Background: an optimization exercise with open tools, aiming at small area, a short achievable clock period and few clock cycles per item. Do not read the settings as production practice. In this exercise RTL edits were held to simulation tests only and were not proved equivalent to the original.

==> run A: inputs <==
## target_track_hysteresis_filter
module target_track_hysteresis_filter
(
    input  logic                    i_clk,
    input  logic                    i_rst_n,
    input  logic                    i_in_valid,
    output logic                    o_in_ready,
    input  logic                    i_box_present,
    input  logic [ID_W-1:0]         i_box_id,
    input  logic signed [POS_W-1:0] i_pos_x,
    input  logic signed [POS_W-1:0] i_pos_y,
    input  logic signed [POS_W-1:0] i_pos_z,
    input  logic                    i_frame_last,
    output logic                    o_out_valid,
    input  logic                    i_out_ready,
    output logic [1:0]              o_target_mode,
    output logic [ID_W-1:0]         o_target_id,
    output logic signed [POS_W-1:0] o_target_x,
    output logic signed [POS_W-1:0] o_target_y,
    output logic signed [POS_W-1:0] o_target_z,
    output logic                    o_position_stable,
    input  logic                    i_cfg_valid,
    output logic                    o_cfg_ready,
    input  logic [1:0]              i_cfg_index,
    input  logic [THR_W-1:0]        i_cfg_data
);
export LEC_CHECK = 0
export CAP_MARGIN = 10
export CORE_MARGIN = 2
export CORE_UTILIZATION = 50
export SETUP_SLACK_MARGIN = 2.5
export SLEW_MARGIN = 10
create_clock -name core_clock -period 8.0 [get_ports {i_clk}]
run.sh (not shown) runs the stock make flow with config.mk's settings and CLKGATE_MAP_FILE= SYNTH_SCRIPT=/design/flow/synth_recipe.tcl, a recipe that flattens the netlist after the stock synthesis.
==> run Y (differences from run A) <==
==> flow/config.mk (replaced) <==
export PLATFORM = sky130hd
export DESIGN_NAME = target_track_hysteresis_filter
export DESIGN_NICKNAME = target_track_hysteresis_filter
export VERILOG_FILES = /design/flow/design.v
export SDC_FILE = /design/flow/constraint.sdc
export NUM_CORES = 4
export LEC_CHECK = 0
export CAP_MARGIN = 20
export CORE_MARGIN = 2
export CORE_UTILIZATION = 55
export SETUP_SLACK_MARGIN = 3.5
export SLEW_MARGIN = 20
==> run H (differences from run A) <==
--- a/flow/design.v
+++ b/flow/design.v
@@ -66,22 +66,23 @@
     logic [2:0]          r_gm, r_go;           
     logic [1:0]          r_cnt;                
     logic                r_prev;               
     logic                r_pend;               
     logic                r_ov;
     logic                r_stable;
     logic                r_busy;
-    logic                r_rf;                 
     logic [1:0]          r_ph;
     logic                r_half;               
     logic [4:0]          r_idx;
-    logic [ACC_W:0]      r_s;                  
+    logic [3:0]          r_top;
+    logic                r_rf;                 
+    logic [ACC_W-1:0]    r_s;
     logic [REM_W-1:0]    r_r;
     logic [ROOT_W-1:0]   r_q;
-    logic [ROOT_W-1:0]   r_k;                  
+    logic [ROOT_W-1:0]   r_qa;                 
     logic w_commit_ok, w_commit, w_acc, w_take;
     assign w_take      = r_ov && i_out_ready;
     assign w_commit_ok = (!r_ov || i_out_ready) && !r_busy && !r_rf;
     assign w_commit    = r_pend && w_commit_ok;
     assign o_in_ready  = !r_busy && !r_rf && (!r_pend || !r_ov || i_out_ready);
     assign w_acc       = i_in_valid && o_in_ready;
     assign o_cfg_ready = 1'b1;
@@ -155,64 +156,57 @@
     assign w_sum1 = w_l0 + w_l1;
     assign w_sum2 = w_u6 + w_u7;
     assign w_full  = (r_fill == 2'd2);
     assign w_zero  = !(|{r_cm, r_co, r_cms, r_cos});
     assign w_sure0 = !w_full || w_zero || !w_sum0[TW-1] || !w_sum1[TW-1];
     assign w_sure1 = w_sum2[TW-1];
     assign w_amb   = !w_sure0 && !w_sure1;
-    logic [4:0]          w_cmsb;
+    logic [MAG_W-1:0]    w_or;
+    logic [3:0]          w_msb;
+    assign w_or = r_cm[0] | r_cm[1] | r_cm[2] | r_co[0] | r_co[1] | r_co[2];
     always_comb begin
-        w_cmsb = '0;
-        for (int b = 0; b <= THR_W; b++) begin
-            if (w_c[b]) w_cmsb = 5'(b);
+        w_msb = '0;
+        for (int b = 0; b < MAG_W; b++) begin
+            if (w_or[b]) w_msb = 4'(b);
         end
     end
-    logic [ACC_W:0]      w_s_n;
+    logic [ACC_W-1:0]    w_s_n;
     logic [REM_W-1:0]    w_r_n;
     logic [ROOT_W-1:0]   w_q_n;
     always_comb begin
-        logic [MAG_W:0]   op0, op1, op2, opk;
-        logic [MAG_W:0]   x0, x1, x2;
-        logic [ACC_W:0]   base;
-        x0 = {1'b0, r_co[0]};
-        x1 = {1'b0, r_co[1]};
-        x2 = {1'b0, r_co[2]};
+        logic [MAG_W:0]   op0, op1, op2;
+        logic [ACC_W-1:0] base;
         if (r_ph == PH_COR) begin
             op0  = r_cos[0] ? {r_co[0], 1'b1} : '0;
             op1  = r_cos[1] ? {r_co[1], 1'b1} : '0;
             op2  = r_cos[2] ? {r_co[2], 1'b1} : '0;
-            opk  = '0;
             base = r_s;
         end else begin
-            op0  = x0[r_idx] ? x0 : '0;
-            op1  = x1[r_idx] ? x1 : '0;
-            op2  = x2[r_idx] ? x2 : '0;
-            opk  = (r_half && r_k[r_idx]) ? r_k : '0;
-            base = {r_s[ACC_W-1:0], 1'b0};
+            op0  = r_co[0][r_idx[3:0]] ? {1'b0, r_co[0]} : '0;
+            op1  = r_co[1][r_idx[3:0]] ? {1'b0, r_co[1]} : '0;
+            op2  = r_co[2][r_idx[3:0]] ? {1'b0, r_co[2]} : '0;
+            base = {r_s[ACC_W-2:0], 1'b0};
         end
-        w_s_n = base + (ACC_W+1)'(op0) + (ACC_W+1)'(op1) + (ACC_W+1)'(op2) - (ACC_W+1)'(opk);
+        w_s_n = base + ACC_W'(op0) + ACC_W'(op1) + ACC_W'(op2);
     end
     always_comb begin
         logic [1:0]       pr;
         logic [REM_W+2:0] d;
         pr = 2'(r_s >> {r_idx, 1'b0});
         d  = {1'b0, r_r, pr} - {2'b00, r_q, 2'b01};
         if (!d[REM_W+2]) begin
             w_r_n = REM_W'(d);
             w_q_n = {r_q[ROOT_W-2:0], 1'b1};
         end else begin
             w_r_n = {r_r[REM_W-3:0], pr};
             w_q_n = {r_q[ROOT_W-2:0], 1'b0};
         end
     end
-    logic [ROOT_W+1:0]   w_k;                  
-    logic                w_kle0, w_fin;
-    assign w_k    = {1'b0, w_c} - {2'b00, r_q};
-    assign w_kle0 = w_k[ROOT_W+1] || (w_k == '0);
-    assign w_fin  = r_busy && (r_ph == PH_DONE) && (r_half || w_kle0);
+    logic [ROOT_W+2:0]   w_tq;                 
+    assign w_tq = {2'b00, r_q} + {2'b00, r_qa} - {1'b0, w_c};
     always_comb begin
         logic ge_fast, ge_slow, z_fast, z_slow;
         logic none_s, single_f, single_s, multi_f, multi_s;
         if (r_rkind != r_cnt) begin
             n_run = 8'd1;
         end else begin
             n_run = (r_run == 8'(RUN_COUNT_MAX)) ? r_run : r_run + 1'b1;
@@ -301,23 +295,23 @@
                 end
             end
             if (r_rf) begin
                 r_cm  <= w_im;
                 r_cms <= w_ims;
                 r_gm  <= w_igm;
             end
-            r_rf <= w_fin;
+            r_rf <= r_busy && r_ph == PH_DONE;
             if (w_acc) begin
                 if (i_box_present) begin
                     r_cnt <= (w_base_cnt == 2'd2) ? 2'd2 : w_base_cnt + 2'd1;
                     if (w_take_item && w_match) r_prev <= 1'b1;
                 end
                 if (i_frame_last) r_pend <= 1'b1;
             end
-            if (w_fin) begin
+            if (r_busy && r_ph == PH_DONE) begin
                 r_busy <= 1'b0;
                 r_ov   <= 1'b1;
             end
         end
     end
     always_ff @(posedge i_clk) begin
         if (w_commit) begin
@@ -326,15 +320,16 @@
                 r_co  <= r_cm;
                 r_cos <= r_cms;
                 r_go  <= r_gm;
             end
             r_stable <= !w_sure0;
             r_ph     <= PH_SQ;
             r_half   <= 1'b0;
-            r_idx    <= w_cmsb;
+            r_idx    <= {1'b0, w_msb};
+            r_top    <= w_msb;
             r_s      <= '0;
         end
         if (w_acc && w_take_item) begin
             r_cand_id <= i_box_id;
             if (!(w_commit && w_amb)) begin
                 r_co  <= w_io;
                 r_cos <= w_ios;
@@ -351,42 +346,40 @@
                 PH_SQ: begin
                     r_s <= w_s_n;
                     if (r_idx == 5'd0) r_ph <= PH_COR;
                     else r_idx <= r_idx - 5'd1;
                 end
                 PH_COR: begin
                     r_s   <= w_s_n;
-                    r_ph  <= r_half ? PH_DONE : PH_ROOT;
-                    r_idx <= w_cmsb + 5'd1;       
+                    r_ph  <= PH_ROOT;
+                    r_idx <= {1'b0, r_top} + 5'd1;
                     r_r   <= '0;
                     r_q   <= '0;
                 end
                 PH_ROOT: begin
                     r_r <= w_r_n;
                     r_q <= w_q_n;
                     if (r_idx == 5'd0) begin
-                        r_ph <= PH_DONE;
+                        if (r_half) begin
+                            r_ph <= PH_DONE;
+                        end else begin
+                            r_ph   <= PH_SQ;
+                            r_half <= 1'b1;
+                            r_idx  <= {1'b0, r_top};
+                            r_s    <= '0;
+                            r_qa   <= w_q_n;
+                            r_co   <= r_cm;
+                            r_cos  <= r_cms;
+                        end
                     end else begin
                         r_idx <= r_idx - 5'd1;
                     end
                 end
                 default: begin
-                    if (r_half) begin
-                        r_stable <= r_s[ACC_W];
-                    end else if (w_kle0) begin
-                        r_stable <= 1'b0;
-                    end else begin
-                        r_ph   <= PH_SQ;
-                        r_half <= 1'b1;
-                        r_idx  <= w_cmsb;
-                        r_s    <= '0;
-                        r_k    <= w_k[ROOT_W-1:0];
-                        r_co   <= r_cm;
-                        r_cos  <= r_cms;
-                    end
+                    r_stable <= (|{r_q, r_qa}) && w_tq[ROOT_W+2];
                 end
             endcase
         end
     end
     assign o_out_valid       = r_ov;
     assign o_target_mode     = r_mode;
     assign o_target_id       = r_trk_id;
==> flow/config.mk (replaced) <==
export PLATFORM = sky130hd
export DESIGN_NAME = target_track_hysteresis_filter
export DESIGN_NICKNAME = target_track_hysteresis_filter
export VERILOG_FILES = /design/flow/design.v
export SDC_FILE = /design/flow/constraint.sdc
export NUM_CORES = 4
export LEC_CHECK = 0
export CAP_MARGIN = 20
export CORE_MARGIN = 2
export CORE_UTILIZATION = 50
export SETUP_SLACK_MARGIN = 2.0
export SLEW_MARGIN = 20
==> flow_summary.ini <==
[outcome]
status = timing/DRC/antenna clean

[pwr]
power_w = 0.0234

[routing]
vias_per_cell = 5.93

[setup_path]
crit_chain = fa_1 -> inv_1 -> fa_1 -> fa_1 -> fa_1 -> fa_1 -> inv_1 -> fa_1 -> ha_4 -> a21oi_2 -> nand2_1 -> a311o_1 -> a21oi_2 -> o21ai_1 -> nand3_2 -> o22a_4 -> nor2_4 -> buf_12 -> buf_6 -> buf_6 -> buf_16 -> or3_1 -> o221a_4

[sta]
relSlewSlack = 0.206
That was run A.
==> flow_summary.ini <==
[outcome]
status = timing/DRC/antenna clean

[sta]
relSlewSlack = 0.216

[synthesis]
syn_nets = 4811

[setup_path]
crit_chain = fa_1 -> inv_1 -> fa_1 -> fa_1 -> fa_1 -> fa_1 -> fa_1 -> inv_1 -> ha_1 -> nand4_1 -> o21ai_2 -> a311o_1 -> a21oi_2 -> o21ai_2 -> nand3_4 -> o22a_4 -> or2_4 -> buf_6 -> or4_4 -> o221a_4

[routing]
vias_per_cell = 6.17
That was run Y.
==> flow_summary.ini <==
[outcome]
status = timing/DRC/antenna clean

[sta]
relSlewSlack = 0.229
setup_viol = 0

[global_routing]
gr-usage-met1 = 0.443
use_met2 = 0.490

[routing]
vias_per_cell = 5.98

[pwr]
power_w = 0.0180
That was run H.
Testbench counts of run A, summed over its fixed seeds: cycles 8,621, frames 3,200.
Testbench counts of run Y, summed over its fixed seeds: cycles 8,621, frames 3,200.
Testbench counts of run H, summed over its fixed seeds: cycles 8,894, frames 3,200.

-- re-timing with driven ports --
The flow's constraints put no driver on any port. The routed layouts listed below were extracted and timed again, unchanged, in two steps.
Step 1 assumes that a clkbuf_16 drives the clock port and a buf_2 every other input.
Step 2 moves the port delays by t, midway between the first and last clock arrival at a register: inputs arrive t later, outputs are due t later. That takes back most of the time a late clock gives input paths.
a / b / c = ideal / step 1 / step 2; a / b = the first two.
run	shift t [ns]	setup WS [ns]	worst setup path at the end	worst data-port slew with drivers (ns)	pins driven straight from the clock port
run A	0.701	1.640 / 1.640 / 1.098	input to register	0.06	1
run Y	0.714	1.556 / 1.556 / 0.903	input to register	0.05	1
run H	0.693	1.609 / 1.609 / 1.045	input to register	0.09	1
After both steps every run listed still meets setup and hold. The setup slack of run Y, which loses most, moves by 0.000 ns with the drivers and by -0.653 ns with both steps.
